What follows belongs to an exercise in optimizing a design on an open flow for small area and a short achievable clock period; a production flow would make more cautious choices.
Where RTL was checked, it was by simulation tests only, not by an equivalence proof against the original.

Setup of 03-06:
Design mecanum_wheel_mixer_top, start of the top module:
module mecanum_wheel_mixer_top (
  input  logic                    clk_i,
  input  logic                    rst_ni,
  input  logic                    start,
  output logic                    busy,
  input  logic signed [CMD_W-1:0] strafe_cmd_i,
  input  logic signed [CMD_W-1:0] forward_cmd_i,
  input  logic signed [CMD_W-1:0] rotate_cmd_i,
  output logic                    done_o,
  output logic signed [OUT_W-1:0] front_left_power_o,
  output logic signed [OUT_W-1:0] front_right_power_o,
  output logic signed [OUT_W-1:0] back_left_power_o,
  output logic signed [OUT_W-1:0] back_right_power_o,
  input  logic                    psel,
  input  logic                    penable,
  input  logic                    pwrite,
  input  logic [APB_AW-1:0]       paddr,
  input  logic [APB_DW-1:0]       pwdata,
  output logic [APB_DW-1:0]       prdata,
  output logic                    pready
);
For scale: about 4900 cells after synthesis, roughly 530 flip-flops.
export LEC_CHECK = 0
export CAP_MARGIN = 20
export CORE_MARGIN = 2
export CORE_UTILIZATION = 40
export SETUP_SLACK_MARGIN = 4.3
export SLEW_MARGIN = 20
create_clock -name core_clock -period 8.5 [get_ports {clk_i}]
run.sh (not shown) runs the stock make flow with config.mk's settings and CLKGATE_MAP_FILE= SYNTH_SCRIPT=/design/flow/synth_recipe.tcl, a recipe that flattens the netlist after the stock synthesis.
Having completed the whole flow, 03-06 delivered a layout that passed the timing, DRC and antenna checks.
Edits applied to the flow inputs when going from 03-06 to 01-14:
Settings: a change of SETUP_SLACK_MARGIN from 4.3 to 3.5.
==> run summary <==
- 01-14 finished end to end and its layout was clean on timing, DRC and antenna.
- Number of gates resized after CTS, 01-14 vs 03-06: down by more than half
- In the flow results for 01-14 and 03-06, the clock skew is larger on 01-14.
- Relative to 03-06, 01-14 improves final cell area excluding filler cells.
- 01-14 vs 03-06 — critical path depth dropped 5.
Function was not checked in any run of this note: the RTL went through the layout flow alone.

mecanum_wheel_mixer_top, a different RTL version from the one above (not shown whole).
For scale: roughly 5000 cells after synthesis, roughly 140 I/O pins, roughly 43000 sq um of cells after synthesis.
clock: 8.5 ns
lec_check: 0
cap_margin: 20
core_margin: 2
core_utilization: 70
place_density: 0.85
setup_slack_margin: 4.65
slew_margin: 20
The baseline completed with no timing, DRC or antenna violations.
Change:
--- a/flow/config.mk
+++ b/flow/config.mk
@@ -7,0 +8 @@
+export ABC_AREA = 1
@@ -10,3 +11,3 @@
-export CORE_UTILIZATION = 70
-export PLACE_DENSITY = 0.85
-export SETUP_SLACK_MARGIN = 4.65
+export CORE_UTILIZATION = 60
+export PLACE_DENSITY = 0.75
+export SETUP_SLACK_MARGIN = 4.75
- The changed run produced a clean layout
- routed wire length increases by about 6.5%
- final area increases by about 3.4%
- global-route usage fell by 3.8 points
- final cell count went up by about 23%

## lane 1
Another version of the RTL of mecanum_wheel_mixer_top (not shown whole).
Size in the first run: roughly 4300 cells after synthesis, roughly 530 flip-flops, about 140 I/O pins, about 39000 um2 of cells after synthesis.
Settings: LEC_CHECK=0, CAP_MARGIN=20, CORE_MARGIN=2, CORE_UTILIZATION=50, CTS_CLUSTER_DIAMETER=80, CTS_CLUSTER_SIZE=35, PLACE_DENSITY=0.65, SETUP_SLACK_MARGIN=4.6, SLEW_MARGIN=20; clock period 8.5 ns.
Lane 1 reached the final stage; the timing, DRC and antenna checks on its layout passed.
What lane 2 does differently from lane 1 at the input level:
- swapping 0.65 for 0.75 in PLACE_DENSITY
- swapping 35 for 30 in CTS_CLUSTER_SIZE
- swapping 50 for 60 in CORE_UTILIZATION
- swapping 80 for 100 in CTS_CLUSTER_DIAMETER
- Lane 2 ran to completion and came out clean on the timing, DRC and antenna checks.
- Lane 2 ended with less wire length than lane 1.
- | area of the core region | lower: lane 2 |
- Re minimum setup slack in the final design: lane 2 is 67 ps up on lane 1.
- Area growth from synthesis to layout (lane 2 over lane 1): decrease, 0.90 points
- The initial standard-cell utilization of the core of lane 2 exceeds that of lane 1 by 10 points.

mecanum_wheel_mixer_top, a different RTL version from the one above (not shown whole).
Size: about 5100 cells after synthesis, roughly 650 flip-flops, about 140 I/O pins, roughly 45000 sq um of cells after synthesis.
==> flow/design.v (excerpt) <==
module mecanum_wheel_mixer_top (
  input  logic                    clk_i,
  input  logic                    rst_ni,
  input  logic                    start,
  output logic                    busy,
  input  logic signed [CMD_W-1:0] strafe_cmd_i,
  input  logic signed [CMD_W-1:0] forward_cmd_i,
  input  logic signed [CMD_W-1:0] rotate_cmd_i,
  output logic                    done_o,
  output logic signed [OUT_W-1:0] front_left_power_o,
  output logic signed [OUT_W-1:0] front_right_power_o,
  output logic signed [OUT_W-1:0] back_left_power_o,
  output logic signed [OUT_W-1:0] back_right_power_o,
  input  logic                    psel,
  input  logic                    penable,
  input  logic                    pwrite,
  input  logic [APB_AW-1:0]       paddr,
  input  logic [APB_DW-1:0]       pwdata,
  output logic [APB_DW-1:0]       prdata,
  output logic                    pready
);
Settings: LEC_CHECK=0, CAP_MARGIN=20, CORE_MARGIN=2, CORE_UTILIZATION=40, SETUP_SLACK_MARGIN=4.8, SLEW_MARGIN=20; clock period 8.5 ns.
Rerun with:
- CORE_UTILIZATION: 40 -> 60
- PLACE_DENSITY: not set -> 0.75
- SETUP_SLACK_MARGIN: 4.8 -> 4.6
Result:
- via count climbs by 2.5%
- non-clock buffer count shrinks by 26
- routed wire length decreases by about 5%
- flip-flop and latch count is unchanged
- hold slack is worse by 0.0057 ns
- count of clock-buffer cells in the layout shrinks by 9
- register-to-register slack got worse by 0.21 ns
Rerun with:
- CORE_UTILIZATION: 60 -> 40
- PLACE_DENSITY: 0.75 -> not set
After rerunning: Sequential share of layout area fell by 0.48 points. Worst setup slack stays flat. Via count fell by a few percent. Area after synthesis stays the same. Global-route usage fell by 8.1 points. Non-clock buffer count rose by 10. First-iteration DRC count fell by a few percent. Routed wire length rose by a few percent. Final cell count rose by a little under a tenth.
No functional check of the RTL was part of any run of this note.

Another version of the RTL of mecanum_wheel_mixer_top (not shown whole).
For scale: about 4,800 cells after synthesis, roughly 0.041 sq mm of cells after synthesis.
Settings: LEC_CHECK=0, CAP_MARGIN=20, CORE_MARGIN=2, CORE_UTILIZATION=60, CTS_CLUSTER_DIAMETER=60, CTS_CLUSTER_SIZE=25, PLACE_DENSITY=0.75, SETUP_SLACK_MARGIN=4.75, SLEW_MARGIN=20; clock period 8.5 ns.
Change:
CTS_CLUSTER_DIAMETER = 80   (was 60)
CTS_CLUSTER_SIZE = 35   (was 25)
The new run completed with no timing, DRC or antenna violations.
Core utilization went down by 0.92 points.
Setup slack is better by 0.061 ns.
First-iteration DRC count came out higher by 7.5%.
Register-to-register slack improved by 0.07 ns.
Clock skew is about the same.
Non-clock buffer count goes down by 7.
Fmax went up by 1.6%.
Synthesized cell count is unchanged.
Wire length falls by 0.91%.
Die area does not change.
Change:
TNS_END_PERCENT = 5   (was unset)
Result:
- global-route usage climbs by 0.35 points
- area after synthesis does not change
- final area drops by 0.77%
- setup slack got worse by 0.083 ns
- final cell count barely changes
- fmax drops by 2.1%
- via count drops by 0.51%
- core utilization drops by 0.50 points
Change:
GPL_TIMING_DRIVEN = 0   (was unset)
TNS_END_PERCENT = unset   (was 5)
Result:
- synthesized area stays the same
- worst hold slack improves by 0.0056 ns
- first-iteration DRC count rose slightly
- fmax rose slightly
- via count rose by a few percent
- final area rose by a few percent
- routed wire length rose by roughly a tenth
- non-clock buffer count rose by 175

mecanum_wheel_mixer_top with an RTL version that a note above also has.
For scale: roughly 570 flip-flops, about 140 I/O pins, roughly 43000 um2 of cells after synthesis.
==> flow/config.mk <==
export PLATFORM = sky130hd
export DESIGN_NAME = mecanum_wheel_mixer_top
export DESIGN_NICKNAME = mecanum_wheel_mixer_top
export VERILOG_FILES = /design/flow/design.v
export SDC_FILE = /design/flow/constraint.sdc
export NUM_CORES = 4
export LEC_CHECK = 0
export CAP_MARGIN = 20
export CORE_MARGIN = 2
export CORE_UTILIZATION = 60
export PLACE_DENSITY = 0.75
export SETUP_SLACK_MARGIN = 4.6
export SLEW_MARGIN = 20
==> flow/constraint.sdc <==
create_clock -name core_clock -period 8.5 [get_ports {clk_i}]
set_input_delay 1.7000 -clock core_clock [delete_from_list [all_inputs] [get_ports {clk_i}]]
set_output_delay 1.7000 -clock core_clock [all_outputs]
set_load 0.01 [all_outputs]
Edit:
CTS_CLUSTER_DIAMETER = 60   (was not set)
CTS_CLUSTER_SIZE = 25   (was not set)
SETUP_SLACK_MARGIN = 4.75   (was 4.6)
After rerunning: The new run completed with no timing, DRC or antenna violations. Cell count barely changes. Worst setup slack gets better by 140 ps. First-iteration DRC count went up slightly. Hold slack gets worse by 14 ps. Synthesized area stays the same. Routed wire length stays flat. Via count stays flat. Maximum frequency went up by a few percent. Final area went up slightly.
Edit:
CAP_MARGIN = 5   (was 20)
CTS_CLUSTER_DIAMETER = not set   (was 60)
CTS_CLUSTER_SIZE = not set   (was 25)
SETUP_SLACK_MARGIN = 4.65   (was 4.75)
SLEW_MARGIN = 5   (was 20)
=>
- design area is about the same
- global-route usage is higher by 0.38 points
- routed wire length stays flat
- hold slack improves by 13 ps
- die area is unchanged
- area after synthesis is unchanged
- via count hardly moves
- clock-buffer cell count is higher by 24
Edit:
CAP_MARGIN = 20   (was 5)
SETUP_SLACK_MARGIN = 4.8   (was 4.65)
SLEW_MARGIN = 20   (was 5)
- routed wire length increases by 3.5%
- global-route usage went up by 0.16 points
- die area is unchanged
- sequential share of layout area is lower by 0.53 points
- non-clock buffer count climbs by 28
- count of clock-buffer cells in the layout falls by 9

## red
mecanum_wheel_mixer_top, a different RTL version from the one above (not shown whole).
For scale: ~42000 um2 of cells after synthesis.
make LEC_CHECK=0 CAP_MARGIN=20 CORE_MARGIN=2 CORE_UTILIZATION=40 SETUP_SLACK_MARGIN=4.8 SLEW_MARGIN=20 finish   # period 8.5 ns
What blue does differently from red at the input level:
-- flow/config.mk --
<<< red, line 10
export CORE_UTILIZATION = 40
export SETUP_SLACK_MARGIN = 4.8
export SLEW_MARGIN = 20
>>> blue, line 10
export CORE_UTILIZATION = 40
export SETUP_SLACK_MARGIN = 4.5
export SLEW_MARGIN = 20
Results
Any difference in clock transition at the registers of the reported paths between blue and red is small enough to ignore.
The capture point of the worst path comes out n_q[63]$_DFF_P_ in one run and n_q[15]$_DFF_P_ in the other, namely in blue and red respectively.
blue vs. red: design area now sits lower, post-route worst hold slack now sits higher.
red -> blue: net count reported at finish decreased slightly
Changes observed in blue relative to red: largest net degree at the start of global routing has remained practically unchanged; number of cells traversed by the worst register-to-register path grew by 1; gate count of the mapped netlist roughly the same; critical path depth now larger.
Delta(clock period minus final worst setup slack, blue - red) < 0
Function was not checked in any run of this note: the RTL went through the layout flow alone.

Setup of north:
mecanum_wheel_mixer_top with an RTL version that a note above also has.
For scale: roughly 4300 cells after synthesis, ~530 flip-flops, ~140 I/O pins, roughly 39000 um2 of cells after synthesis.
Settings: LEC_CHECK=0, CAP_MARGIN=20, CORE_MARGIN=2, CORE_UTILIZATION=60, CTS_CLUSTER_DIAMETER=80, CTS_CLUSTER_SIZE=35, PLACE_DENSITY=0.75, SETUP_SLACK_MARGIN=4.65, SLEW_MARGIN=20; clock period 8.5 ns.
north has completed all stages; timing, DRC and antenna checks passed.
For south, these inputs were changed with respect to north:
- SETUP_SLACK_MARGIN: 4.65 -> 4.6
### Flow results
- south completed end to end with timing, DRC and antenna clean.
- Compared with north, in south end-of-flow core utilization has decreased; met1 wire length has decreased.
> inputs changed (south -> east)
- SETUP_SLACK_MARGIN now 4.75, was 4.6
- Of south and east, east shows the higher detailed-route wire length per cell, with south below it.
- The final layout from east, which completed every stage, passed the timing, DRC and antenna checks at the end of the flow.
- Changes observed in east relative to south: time the worst path needs with I/O delays and setup decreased by 31 ps relative to the old numbers; cell count saw an increase.
- east against south: wire length of the first global-routing pass increased by about 1.4% relative to the old numbers; number of buffers added by the clock tree synthesis step rose 3.4%; flop-to-flop setup slack rose 30 ps.
What west does differently from east at the input level:
- PLACE_DENSITY changed from 0.75 to 0.85
- SETUP_SLACK_MARGIN changed from 4.75 to 4.6
--- outcome ---
[compare] base=east new=west: via count saw an increase, share of final layout cell area taken by non-clock buffers saw a decrease, count of clock buffers in the final design saw a decrease, largest fanout on the critical path saw a decrease. When west is set beside east, its overall track demand over capacity in global routing turns out to be 0.26 points larger. There was hardly any difference in synthesized cell count between east and west. Core util | west vs east | west lower.
> inputs changed (west -> middle)
- changing PLACE_DENSITY from 0.85 to 0.75
- changing SETUP_SLACK_MARGIN from 4.6 to 4.9
### Flow results
Across both runs, data arrival time of the worst path was lower for middle than for west.
middle: number of search-and-repair iterations in the first detailed-routing pass 2 below west
Count of buffer and inverter cells on the critical path, west and middle: smaller value in west
Looking at transition at the pin with the smallest max-transition slack, middle sits 150 ps lower than west does.
Looking only at clock buffer count in the final layout, and setting everything else aside, the higher value of west and middle goes to middle.
Going from west to middle, maximum fanout count along the critical path lost 3.

mecanum_wheel_mixer_top, a different RTL version from the one above (not shown whole).
Size: ~610 flip-flops, roughly 140 I/O pins, ~0.044 mm^2 of cells after synthesis.
==> flow/config.mk <==
export PLATFORM = sky130hd
export DESIGN_NAME = mecanum_wheel_mixer_top
export DESIGN_NICKNAME = mecanum_wheel_mixer_top
export VERILOG_FILES = /design/flow/design.v
export SDC_FILE = /design/flow/constraint.sdc
export NUM_CORES = 4
export LEC_CHECK = 0
export CAP_MARGIN = 20
export CORE_MARGIN = 2
export CORE_UTILIZATION = 60
export CTS_BUF_LIST = sky130_fd_sc_hd__clkbuf_4 sky130_fd_sc_hd__clkbuf_8
export CTS_CLUSTER_SIZE = 30
export PLACE_DENSITY = 0.75
export SETUP_SLACK_MARGIN = 4.6
export SLEW_MARGIN = 20
==> flow/constraint.sdc <==
create_clock -name core_clock -period 8.5 [get_ports {clk_i}]
set_input_delay 1.7000 -clock core_clock [delete_from_list [all_inputs] [get_ports {clk_i}]]
set_output_delay 1.7000 -clock core_clock [all_outputs]
set_load 0.01 [all_outputs]
Change:
--- a/flow/config.mk
+++ b/flow/config.mk
@@ -9,6 +9,4 @@
 export CORE_MARGIN = 2
 export CORE_UTILIZATION = 60
-export CTS_BUF_LIST = sky130_fd_sc_hd__clkbuf_4 sky130_fd_sc_hd__clkbuf_8
-export CTS_CLUSTER_SIZE = 30
 export PLACE_DENSITY = 0.75
 export SETUP_SLACK_MARGIN = 4.6
The changed run finished clean.
Worst setup slack improves by 0.022 ns.
Core utilization goes up by 0.28 points.
Hold slack improves by 0.025 ns.
Die area does not change.
First-iteration DRC count goes up by 3.0%.
No run of this note included a check of the RTL's function; only the layout flow was run.

==> re-timing with driven ports <==
The results above use ideal ports. As a check the final layouts listed here were re-extracted and re-timed, cells and wires unchanged. Step 1, drivers: a clkbuf_16 drives clk_i and a buf_2 each remaining input, both assumed. Step 2, shift: input delay + t, output delay - t, t = (earliest + latest rising clock arrival at the registers) / 2. This alone moves slack from input paths to output paths. Three values: no drivers, after step 1, after step 2; two values: the first two.
| run | t (ns) | slack for setup (ns) | clock arrival spread, ns | worst register clock-pin slew, ns | cell pins on the clock port's net |
|---|---|---|---|---|---|
| 03-06 | 0.703 | 3.645 / 3.645 / 3.645 | 0.017 / 0.018 | 0.07 / 0.07 | 1 |
| 01-14 | 0.715 | 3.432 / 3.432 / 3.432 | 0.031 / 0.030 | 0.07 / 0.07 | 1 |
| the first run of note 2 | 0.699 | 4.293 / 4.293 / 4.129 | 0.047 / 0.047 | 0.08 / 0.08 | 1 |
| the second run of note 2 | 0.707 | 4.758 / 4.727 / 4.237 | 0.028 / 0.028 | 0.07 / 0.07 | 1 |
| lane 1 | 0.680 | 4.580 / 4.580 / 4.189 | 0.042 / 0.043 | 0.12 / 0.12 | 1 |
| lane 2 | 0.671 | 4.646 / 4.646 / 4.113 | 0.032 / 0.031 | 0.11 / 0.11 | 1 |
| the first run of note 4 | 0.693 | 4.660 / 4.570 / 4.329 | 0.021 / 0.021 | 0.06 / 0.06 | 1 |
| the second run of note 4 | 0.677 | 4.629 / 4.608 / 4.107 | 0.033 / 0.033 | 0.07 / 0.07 | 1 |
| the third run of note 4 | 0.694 | 4.631 / 4.591 / 4.058 | 0.023 / 0.023 | 0.06 / 0.06 | 1 |
| the first run of note 5 | 0.670 | 4.674 / 4.674 / 4.267 | 0.031 / 0.030 | 0.09 / 0.09 | 1 |
| the second run of note 5 | 0.693 | 4.734 / 4.703 / 4.302 | 0.031 / 0.031 | 0.12 / 0.12 | 1 |
| the third run of note 5 | 0.706 | 4.652 / 4.609 / 4.154 | 0.031 / 0.031 | 0.12 / 0.12 | 1 |
| the fourth run of note 5 | 0.691 | 4.691 / 4.690 / 4.315 | 0.050 / 0.051 | 0.12 / 0.12 | 1 |
| the first run of note 6 | 0.697 | 4.631 / 4.608 / 4.099 | 0.025 / 0.024 | 0.07 / 0.07 | 1 |
| the second run of note 6 | 0.673 | 4.771 / 4.737 / 4.298 | 0.042 / 0.042 | 0.09 / 0.09 | 1 |
| the third run of note 6 | 0.695 | 4.692 / 4.672 / 4.174 | 0.024 / 0.024 | 0.07 / 0.07 | 1 |
| the fourth run of note 6 | 0.707 | 4.721 / 4.654 / 4.273 | 0.037 / 0.038 | 0.07 / 0.07 | 1 |
| red | 0.731 | 4.474 / 4.474 / 4.254 | 0.060 / 0.060 | 0.07 / 0.07 | 1 |
| blue | 0.688 | 4.492 / 4.492 / 4.103 | 0.038 / 0.038 | 0.06 / 0.06 | 1 |
| north | 0.708 | 4.636 / 4.636 / 4.161 | 0.029 / 0.029 | 0.12 / 0.12 | 1 |
| south | 0.685 | 4.668 / 4.668 / 4.127 | 0.041 / 0.041 | 0.12 / 0.12 | 1 |
| east | 0.704 | 4.699 / 4.693 / 4.304 | 0.047 / 0.047 | 0.12 / 0.12 | 1 |
| west | 0.684 | 4.507 / 4.507 / 4.102 | 0.031 / 0.030 | 0.12 / 0.12 | 1 |
| middle | 0.714 | 4.688 / 4.688 / 4.391 | 0.044 / 0.044 | 0.12 / 0.12 | 1 |
| the first run of note 9 | 0.784 | 4.608 / 4.586 / 4.037 | 0.059 / 0.058 | 0.08 / 0.08 | 1 |
| the second run of note 9 | 0.685 | 4.630 / 4.608 / 4.174 | 0.024 / 0.024 | 0.07 / 0.07 | 1 |
After both steps every run listed still meets setup and hold. For the third run of note 4, which loses most, drivers alone change the setup slack by -0.040 ns; drivers and shift together by -0.573 ns.
